Background: an optimization exercise with open tools, aiming at small area, a short achievable clock period and few clock cycles per item. Do not read the settings as production practice.
Where RTL was checked, it was by simulation tests only, not by an equivalence proof against the original.
Power is estimated from default activity; no workload was simulated.

== P ==
==> module pkt_lkp_top, before the edit <==
module pkt_lkp_top
(
    input  logic      clk,
    input  logic      rst_i,
    input  logic      b2c_pkt_vld_i,
    input  logic      b2c_pkt_lkp_en_i,
    input  pkt_lkp_pkg::lkp_info_t b2c_pkt_lkp_info_i,
    input  pkt_lkp_pkg::odr_id_t   b2c_pkt_odr_id_i,
    input  logic      b2c_pkt_so_i,
    input  pkt_lkp_pkg::payload_t  b2c_pkt_payload_i,
    output logic      c2b_pkt_rdy_o,
    output logic      c2a_lkp_vld_o,
    output pkt_lkp_pkg::lkp_info_t c2a_lkp_info_o,
    output pkt_lkp_pkg::req_id_t   c2a_lkp_req_id_o,
    input  logic      a2c_lkp_rdy_i,
    input  logic      a2c_lkp_rsp_vld_i,
    input  pkt_lkp_pkg::req_id_t   a2c_lkp_rsp_id_i,
    input  pkt_lkp_pkg::lkp_info_t a2c_lkp_rslt_i,
    output logic      c2d_pkt_vld_o,
    output pkt_lkp_pkg::lkp_info_t c2d_pkt_lkp_rslt_o,
    output pkt_lkp_pkg::odr_id_t   c2d_pkt_odr_id_o,
    output logic      c2d_pkt_so_o,
    output pkt_lkp_pkg::payload_t  c2d_pkt_payload_o,
    input  logic      d2c_pkt_rdy_i
);
    localparam int RW = pkt_lkp_pkg::LKP_INFO_W;
    logic full_q, done_q, full_d, done_d;
    logic empty_q;
    logic req_q, req_d;
    logic leave;
    logic accept;
    assign leave         = c2d_pkt_vld_o && d2c_pkt_rdy_i;
    assign c2b_pkt_rdy_o = empty_q || leave;
    assign accept        = b2c_pkt_vld_i && c2b_pkt_rdy_o;
    assign c2a_lkp_vld_o    = req_q;
    assign c2a_lkp_info_o   = c2d_pkt_lkp_rslt_o;
    assign c2a_lkp_req_id_o = '0;
    always_comb
    begin
        req_d = req_q;
        if (accept && b2c_pkt_lkp_en_i)
            req_d = 1'b1;
        else if (a2c_lkp_rdy_i)
            req_d = 1'b0;
    end
    always_comb
    begin
        full_d = full_q;
        done_d = done_q;
        if (accept)
        begin
            full_d = 1'b1;
            done_d = !b2c_pkt_lkp_en_i;
        end
        else
        begin
            if (leave)
                full_d = 1'b0;
            if (a2c_lkp_rsp_vld_i)
                done_d = 1'b1;
        end
    end
    always_ff @(posedge clk)
    begin
        if (rst_i)
        begin
            full_q        <= 1'b0;
            empty_q       <= 1'b1;
            done_q        <= 1'b0;
            c2d_pkt_vld_o <= 1'b0;
            req_q         <= 1'b0;
        end
        else
        begin
            full_q        <= full_d;
            empty_q       <= !full_d;
            done_q        <= done_d;
            c2d_pkt_vld_o <= full_d && done_d;
            req_q         <= req_d;
        end
    end
    always_ff @(posedge clk)
    begin
        if (accept)
        begin
            {c2d_pkt_odr_id_o, c2d_pkt_so_o, c2d_pkt_payload_o} <=
                {b2c_pkt_odr_id_i, b2c_pkt_so_i, b2c_pkt_payload_i};
            c2d_pkt_lkp_rslt_o <= b2c_pkt_lkp_info_i & {RW{b2c_pkt_lkp_en_i}};
        end
        else if (a2c_lkp_rsp_vld_i)
            c2d_pkt_lkp_rslt_o <= a2c_lkp_rslt_i;
    end
endmodule
clock: 4.0 ns
lec_check: 0
abc_area: 1
cap_margin: 20
core_margin: 2
core_utilization: 40
cts_cluster_diameter: 100
cts_cluster_size: 30
setup_slack_margin: 2.0
slew_margin: 20
tns_end_percent: 100
standard.sh (not shown) runs the stock make flow with config.mk's settings and CLKGATE_MAP_FILE= SYNTH_SCRIPT=/design/flow/synth_recipe.tcl, a recipe that flattens the netlist after the stock synthesis.
==> flow/flow/run.sh <==
#!/bin/bash
# Standard layout, with plain buffers on the ports and footprint-free resizing.
set -euo pipefail
bash standard.sh MATCH_CELL_FOOTPRINT=0 "BUFFER_PORTS_ARGS=-buffer_cell sky130_fd_sc_hd__buf_1" finish > make_finish.log 2>&1
Testbench counts of P, summed over its fixed seeds: cycles 25,812, items 3,200.
The inputs of Q differ from those of P as listed below.
==> flow/design.v, changed modules only <==
module pkt_lkp_top
(
    input  logic      clk,
    input  logic      rst_i,
    input  logic      b2c_pkt_vld_i,
    input  logic      b2c_pkt_lkp_en_i,
    input  pkt_lkp_pkg::lkp_info_t b2c_pkt_lkp_info_i,
    input  pkt_lkp_pkg::odr_id_t   b2c_pkt_odr_id_i,
    input  logic      b2c_pkt_so_i,
    input  pkt_lkp_pkg::payload_t  b2c_pkt_payload_i,
    output logic      c2b_pkt_rdy_o,
    output logic      c2a_lkp_vld_o,
    output pkt_lkp_pkg::lkp_info_t c2a_lkp_info_o,
    output pkt_lkp_pkg::req_id_t   c2a_lkp_req_id_o,
    input  logic      a2c_lkp_rdy_i,
    input  logic      a2c_lkp_rsp_vld_i,
    input  pkt_lkp_pkg::req_id_t   a2c_lkp_rsp_id_i,
    input  pkt_lkp_pkg::lkp_info_t a2c_lkp_rslt_i,
    output logic      c2d_pkt_vld_o,
    output pkt_lkp_pkg::lkp_info_t c2d_pkt_lkp_rslt_o,
    output pkt_lkp_pkg::odr_id_t   c2d_pkt_odr_id_o,
    output logic      c2d_pkt_so_o,
    output pkt_lkp_pkg::payload_t  c2d_pkt_payload_o,
    input  logic      d2c_pkt_rdy_i
);
    localparam int RW = pkt_lkp_pkg::LKP_INFO_W;
    logic empty_q, full_d, done_d;
    logic req_q, req_d;
    logic leave;
    logic accept;
    assign leave         = c2d_pkt_vld_o && d2c_pkt_rdy_i;
    assign c2b_pkt_rdy_o = empty_q || leave;
    assign accept        = b2c_pkt_vld_i && c2b_pkt_rdy_o;
    assign c2a_lkp_vld_o    = req_q;
    assign c2a_lkp_info_o   = c2d_pkt_lkp_rslt_o;
    assign c2a_lkp_req_id_o = '0;
    always_comb
    begin
        req_d = req_q;
        if (accept && b2c_pkt_lkp_en_i)
            req_d = 1'b1;
        else if (a2c_lkp_rdy_i)
            req_d = 1'b0;
    end
    always_comb
    begin
        full_d = !empty_q;
        done_d = c2d_pkt_vld_o;
        if (accept)
        begin
            full_d = 1'b1;
            done_d = !b2c_pkt_lkp_en_i;
        end
        else
        begin
            if (leave)
                full_d = 1'b0;
            if (a2c_lkp_rsp_vld_i)
                done_d = 1'b1;
        end
    end
    always_ff @(posedge clk)
    begin
        if (rst_i)
        begin
            empty_q       <= 1'b1;
            c2d_pkt_vld_o <= 1'b0;
            req_q         <= 1'b0;
        end
        else
        begin
            empty_q       <= !full_d;
            c2d_pkt_vld_o <= full_d && done_d;
            req_q         <= req_d;
        end
    end
    always_ff @(posedge clk)
    begin
        if (accept)
        begin
            {c2d_pkt_odr_id_o, c2d_pkt_so_o, c2d_pkt_payload_o} <=
                {b2c_pkt_odr_id_i, b2c_pkt_so_i, b2c_pkt_payload_i};
            c2d_pkt_lkp_rslt_o <= b2c_pkt_lkp_info_i & {RW{b2c_pkt_lkp_en_i}};
        end
        else if (a2c_lkp_rsp_vld_i)
            c2d_pkt_lkp_rslt_o <= a2c_lkp_rslt_i;
    end
endmodule
### Flow results
Compared with P, Q shows a lower filler-free cell count of the finished design. Summary of the comparison: register area share after synthesis is higher in Q, relative to P. The lower via count of Q and P is in Q. For clock skew, Q and P come out practically identical. Q vs P: synthesized area down. From P to Q the numbers moved as follows: number of flip-flops and latches saw a decrease; post-synthesis compound-gate area fraction saw a decrease; total number of nets in the final design saw a decrease; leakage power saw a decrease; area added between synthesis and finish saw an increase. Of Q and P, P shows the higher design area, with Q below it. Diff P -> Q | weighted congestion at the end of routability-driven global placement | down by more than 10%.
No functional check of the RTL was part of Q.

what the ideal ports hide:
The flow's constraints put no driver on any port. The routed layouts listed below were extracted and timed again, unchanged, in two steps.
Step 1 (the two cells are an assumption about what drives the block):
set clk [get_ports {clk}]
set_driving_cell -lib_cell sky130_fd_sc_hd__clkbuf_16 $clk
set_driving_cell -lib_cell sky130_fd_sc_hd__buf_2 [delete_from_list [all_inputs] $clk]
Step 2 adds t to the input delays and takes it off the output delays; t is the mean of the earliest and latest rising clock arrival at the registers after step 1. Input paths then give back, and output paths get back, about the clock's delay inside the block.
Three values: ideal, step 1, step 2; two values: the first two.
| run | shift t [ns] | slack for setup (ns) | worst setup path after step 2 | worst register clock-pin slew, ns | worst data-port slew with drivers (ns) |
|---|---|---|---|---|---|
| P | 0.371 | 2.012 / 1.984 / 1.880 | input to register | 0.10 / 0.10 | 0.07 |
| Q | 0.380 | 2.029 / 1.981 / 1.681 | input to register | 0.10 / 0.10 | 0.06 |
After both steps every run listed still meets setup and hold. For Q, which loses most, drivers alone change the setup slack by -0.048 ns; drivers and shift together by -0.348 ns.
